Background: an optimization exercise with open tools, aiming at small area, a short achievable clock period and few clock cycles per item. Do not read the settings as production practice.
Function was checked by simulation only, so behaviour that the tests miss may differ from the original.
Power and IR drop assume default switching activity.

Setup of job 101:
==> flow/design.v <==
package lmps_pkg;
  localparam int COLUMNS_DEF  = 8;
  localparam int CHANNELS_DEF = 15;
  localparam int PIXELS_DEF   = 5;
  localparam int OP_W       = 2;
  localparam int COORD_W    = 3;
  localparam int BYTE_W     = 8;
  localparam int DRIVE_W    = 15;
  localparam int IN_DATA_W  = 32;
  localparam int OUT_DATA_W = 24;
  localparam logic [3:0] TICK_LAST = 4'd15;
  localparam logic [OP_W-1:0] OP_TICK  = 2'd0;
  localparam logic [OP_W-1:0] OP_WRITE = 2'd1;
  localparam logic [OP_W-1:0] OP_CLEAR = 2'd2;
  localparam logic [OP_W-1:0] OP_NOP   = 2'd3;
  localparam logic [1:0] ACT_NONE  = 2'd0;
  localparam logic [1:0] ACT_SHIFT = 2'd1;
  localparam logic [1:0] ACT_RESET = 2'd2;
endpackage
module lmps_ram #(
  parameter int COLUMNS = 8,
  parameter int PIXELS  = 5,
  parameter int PW      = 15
) (
  input  logic                       clk,
  input  logic                       rst,
  input  logic                       we,
  input  logic [2:0]                 wcol,
  input  logic [2:0]                 wpix,
  input  logic [PW-1:0]              wdata,
  input  logic                       clr,
  input  logic [COLUMNS-1:0]         rsel,
  output logic [PIXELS*PW-1:0]       rdata,
  output logic [PIXELS-1:0]          rvalid
);
  logic [PW-1:0]     mem [COLUMNS][PIXELS];
  logic [PIXELS-1:0] vld [COLUMNS];
  always_ff @(posedge clk) begin
    for (int c = 0; c < COLUMNS; c++) begin
      for (int p = 0; p < PIXELS; p++) begin
        if (we && wcol == 3'(c) && wpix == 3'(p)) begin
          mem[c][p] <= wdata;
        end
      end
    end
  end
  always_ff @(posedge clk) begin
    for (int c = 0; c < COLUMNS; c++) begin
      for (int p = 0; p < PIXELS; p++) begin
        if (rst || clr) begin
          vld[c][p] <= 1'b0;
        end else if (we && wcol == 3'(c) && wpix == 3'(p)) begin
          vld[c][p] <= 1'b1;
        end
      end
    end
  end
  always_comb begin
    rdata  = '0;
    rvalid = '0;
    for (int c = 0; c < COLUMNS; c++) begin
      for (int p = 0; p < PIXELS; p++) begin
        rdata[p*PW +: PW] = rdata[p*PW +: PW] | (mem[c][p] & {PW{rsel[c]}});
      end
      rvalid = rvalid | (vld[c] & {PIXELS{rsel[c]}});
    end
  end
endmodule
module lmps_enc (
  input  logic [7:0] s,
  output logic [4:0] code
);
  logic lo;
  logic hi;
  assign lo   = (s[7:4] == 4'd0);
  assign hi   = (s[7:4] == 4'd1) && (s[3:0] <= 4'd13);
  assign code = hi ? {1'b1, s[3:0] + 4'd1} :
                lo ? {1'b0, s[3:0]} : 5'd0;
endmodule
module lmps_seq (
  input  logic [4:0] code,
  input  logic [3:0] t,
  output logic       on_hold,
  output logic       on_tick
);
  logic [3:0] w;
  logic       lt;
  logic       eq;
  assign w  = code[3:0];
  assign eq = (t == w);
  assign lt = (!t[3] && w[3]) || ((t[3] == w[3]) &&
              ((!t[2] && w[2]) || ((t[2] == w[2]) &&
              ((!t[1] && w[1]) || ((t[1] == w[1]) &&
              (!t[0] && w[0]))))));
  assign on_tick = code[4] ^ lt;
  assign on_hold = code[4] ^ (lt || eq);
endmodule
module led_matrix_pwm_scanner #(
  parameter int COLUMNS  = lmps_pkg::COLUMNS_DEF,
  parameter int CHANNELS = lmps_pkg::CHANNELS_DEF
) (
  input  logic                              clk,
  input  logic                              rst,
  input  logic                              s_tvalid,
  output logic                              s_tready,
  input  logic [lmps_pkg::IN_DATA_W-1:0]    s_tdata,
  input  logic [lmps_pkg::OP_W-1:0]         s_tuser,
  output logic                              m_tvalid,
  input  logic                              m_tready,
  output logic [lmps_pkg::OUT_DATA_W-1:0]   m_tdata
);
  localparam int PIXELS = lmps_pkg::PIXELS_DEF;
  localparam int PW     = 15;
  localparam int RW     = lmps_pkg::DRIVE_W + 2;
  logic              in_rdy;
  logic              cmd_v;
  logic [1:0]        cmd_op;
  logic [2:0]        cmd_col;
  logic [2:0]        cmd_row;
  logic [PW-1:0]     cmd_pix;
  logic [PW-1:0]     in_pix;
  logic [3:0]        tick_pos;
  logic [COLUMNS-1:0] col_oh;
  logic [PIXELS*PW-1:0] snap;
  logic [PIXELS-1:0] snap_vld;
  logic [RW-1:0]     out_d;
  logic              sk_v;
  logic [1:0]        sk_act;
  logic              exec;
  logic              is_tick;
  logic              reload;
  logic              do_write;
  logic              do_clear;
  logic [PIXELS*PW-1:0] col_data;
  logic [PIXELS-1:0] col_vld;
  logic [CHANNELS-1:0] drive;
  logic [1:0]        action;
  logic              cmd_v_nx;
  logic              sk_v_nx;
  assign s_tready = in_rdy;
  assign m_tdata  = {7'b0000000, out_d};
  assign exec     = cmd_v && !sk_v;
  assign is_tick  = exec && (cmd_op == lmps_pkg::OP_TICK);
  assign reload   = is_tick && (tick_pos == lmps_pkg::TICK_LAST);
  assign do_write = exec && (cmd_op == lmps_pkg::OP_WRITE);
  assign do_clear = exec && (cmd_op == lmps_pkg::OP_CLEAR);
  lmps_enc u_enc_b (.s(s_tdata[21:14]), .code(in_pix[4:0]));
  lmps_enc u_enc_r (.s(s_tdata[13:6]),  .code(in_pix[9:5]));
  lmps_enc u_enc_g (.s(s_tdata[29:22]), .code(in_pix[14:10]));
  lmps_ram #(
    .COLUMNS (COLUMNS),
    .PIXELS  (PIXELS),
    .PW      (PW)
  ) u_frame (
    .clk    (clk),
    .rst    (rst),
    .we     (do_write),
    .wcol   (cmd_col),
    .wpix   (cmd_row),
    .wdata  (cmd_pix),
    .clr    (do_clear),
    .rsel   (col_oh),
    .rdata  (col_data),
    .rvalid (col_vld)
  );
  for (genvar k = 0; k < CHANNELS; k++) begin : g_drive
    logic [4:0] fc;
    logic       on_hold;
    logic       on_tick;
    assign fc = col_data[5*k +: 5];
    lmps_seq u_cmp (
      .code    (snap[5*k +: 5]),
      .t       (tick_pos),
      .on_hold (on_hold),
      .on_tick (on_tick)
    );
    assign drive[k] = reload  ? (col_vld[k/3] && !fc[4] && (fc[3:0] != 4'd0)) :
                      is_tick ? (snap_vld[k/3] && on_tick)
                              : (snap_vld[k/3] && on_hold);
  end
  assign action = !reload   ? lmps_pkg::ACT_NONE :
                  col_oh[COLUMNS-1] ? lmps_pkg::ACT_RESET : lmps_pkg::ACT_SHIFT;
  assign cmd_v_nx = in_rdy ? s_tvalid : (cmd_v && !exec);
  assign sk_v_nx  = (!m_tvalid || m_tready) ? 1'b0 : (sk_v || exec);
  always_ff @(posedge clk) begin
    if (rst) begin
      cmd_v  <= 1'b0;
      in_rdy <= 1'b1;
    end else begin
      cmd_v  <= cmd_v_nx;
      in_rdy <= !(cmd_v_nx && sk_v_nx);
    end
  end
  always_ff @(posedge clk) begin
    if (in_rdy) begin
      cmd_op  <= s_tuser;
      cmd_col <= s_tdata[2:0];
      cmd_row <= s_tdata[5:3];
      cmd_pix <= in_pix;
    end
  end
  always_ff @(posedge clk) begin
    if (rst) begin
      tick_pos <= '0;
      col_oh   <= COLUMNS'(1);
      snap_vld <= '0;
    end else if (is_tick) begin
      tick_pos <= reload ? 4'd1 : tick_pos + 4'd1;
      if (reload) begin
        col_oh   <= {col_oh[COLUMNS-2:0], col_oh[COLUMNS-1]};
        snap_vld <= col_vld;
      end
    end
  end
  always_ff @(posedge clk) begin
    if (reload) begin
      snap <= col_data;
    end
  end
  always_ff @(posedge clk) begin
    if (rst) begin
      m_tvalid <= 1'b0;
      sk_v     <= 1'b0;
    end else begin
      m_tvalid <= (m_tvalid && !m_tready) || sk_v || exec;
      sk_v     <= sk_v_nx;
    end
  end
  always_ff @(posedge clk) begin
    if (!m_tvalid || m_tready) begin
      out_d <= {sk_v ? sk_act : action, drive};
    end
    if (exec) begin
      sk_act <= action;
    end
  end
endmodule
clock: 7.0 ns
lec_check: 0
cap_margin: 20
core_margin: 2
core_utilization: 40
cts_cluster_diameter: 100
cts_cluster_size: 30
setup_slack_margin: 5
slew_margin: 20
tns_end_percent: 0
run.sh (not shown) runs the stock make flow with config.mk's settings and CLKGATE_MAP_FILE= SYNTH_SCRIPT=/design/flow/synth_recipe.tcl, a recipe that flattens the netlist after the stock synthesis.
Testbench counts of job 101, summed over its fixed seeds: cycles 12,016, items 12,000.
Edits applied to the flow inputs when going from job 101 to job 102:
- a change of SETUP_SLACK_MARGIN from 5 to 4.5
- a change of CTS_CLUSTER_SIZE from 30 to 40
- a change of CTS_CLUSTER_DIAMETER from 100 to 60
## What came out
Cmp job 101 and job 102 / overall fraction of global-route tracks in use / higher: job 102. Sequential power share: higher on job 101. On combinational power, job 101 and job 102 are neck and neck. Job 102 falls short of job 101 in clock skew. Compared with job 101, in job 102 number of gates given a new drive strength after cts climbed 38; maximum number of pins on one net before global-route repair picked up an extra 10. Job 102 went all the way through synthesis, placement and routing and the layout is clean on timing, DRC and antenna.
Edits applied to the flow inputs when going from job 102 to job 103:
- CTS_CLUSTER_SIZE removed (was 40)
- CTS_CLUSTER_DIAMETER removed (was 60)
### Flow results
Compared with job 102, job 103 degrades final standard cell area without fillers. Delta (job 103 minus job 102): fmax went up 0.91%, total number of H-tree levels went up 1, reported net switching power went down about 2%, number of max-cap violations held. Comparing job 102 with job 103, the count of flip-flops with a built-in enable after synthesis came out essentially unchanged. Compared with job 102, in job 103 power dissipated in the clock network rose by about 30%; cell count rose by 1.8%. Multi-input combinational cell area across job 103 and job 102: no real change. Relative to job 102, clock network area share increased by 2.1 points in job 103.
Here is what was changed in the inputs of job 104 compared with job 103.
- CTS_CLUSTER_DIAMETER now 100, previously not set
- CTS_CLUSTER_SIZE now 30, previously not set
- ABC_CLOCK_PERIOD_IN_PS now 2500, previously not set
### Flow results
Result: PASS for each of job 103 and job 104. Per the comparison of job 104 with job 103, sum of internal, switching and leakage power has decreased; final cell count has decreased. Final routed wire length divided by cell count: job 103 and job 104 compared, higher one is job 104. The number of non-clock buffers in the layout of job 104 exceeds that of job 103 by 1. Utilization: job 104 vs job 103 down 2.2 points. [compare] base=job 103 new=job 104: wire length shows a reduction of about 2%; setup slack of the critical path after layout decreased 0.025 ns.
### job 104 -> job 105
- ABC_CLOCK_PERIOD_IN_PS: 2500 -> unset
- SETUP_SLACK_MARGIN: 4.5 -> 4.3
--- outcome ---
- Job 105 reports a higher share of the cycle needed by the critical path after routing than job 104 does.
- Per the comparison of job 105 with job 104, critical-path maximum fanout went down 1; via count dropped 1.2%; overall routing resource usage decreased 0.44 points.
- As of job 105, routed length on met3 had fallen by more than 10% compared to job 104.

[static timing again, ports no longer ideal]
The results above use ideal ports. As a check the final layouts listed here were re-extracted and re-timed, cells and wires unchanged.
Step 1 sets driving cells, clkbuf_16 on the clock port and buf_2 on the other inputs (assumed; they add their load-dependent delay and slew).
Step 2, shift: input delay + t, output delay - t, t = (earliest + latest rising clock arrival at the registers) / 2. This alone moves slack from input paths to output paths.
Slacks: ideal ports / drivers / drivers and shift; pairs: ideal ports / drivers.
run | t, ns | setup slack, ns | worst hold slack (ns) | worst data-port slew with drivers (ns)
job 101 | 0.682 | 4.233 / 4.172 / 3.793 | 0.478 / 0.478 / 0.478 | 0.04
job 102 | 0.682 | 4.340 / 4.278 / 3.750 | 0.473 / 0.473 / 0.473 | 0.04
job 103 | 0.666 | 4.364 / 4.302 / 3.799 | 0.468 / 0.468 / 0.468 | 0.04
job 104 | 0.684 | 4.339 / 4.276 / 3.741 | 0.479 / 0.479 / 0.479 | 0.04
job 105 | 0.694 | 4.076 / 4.014 / 3.601 | 0.483 / 0.483 / 0.483 | 0.04
After both steps setup and hold are still met in every run listed. The setup slack of job 104, which loses most, moves by -0.063 ns with the drivers and by -0.598 ns with both steps.
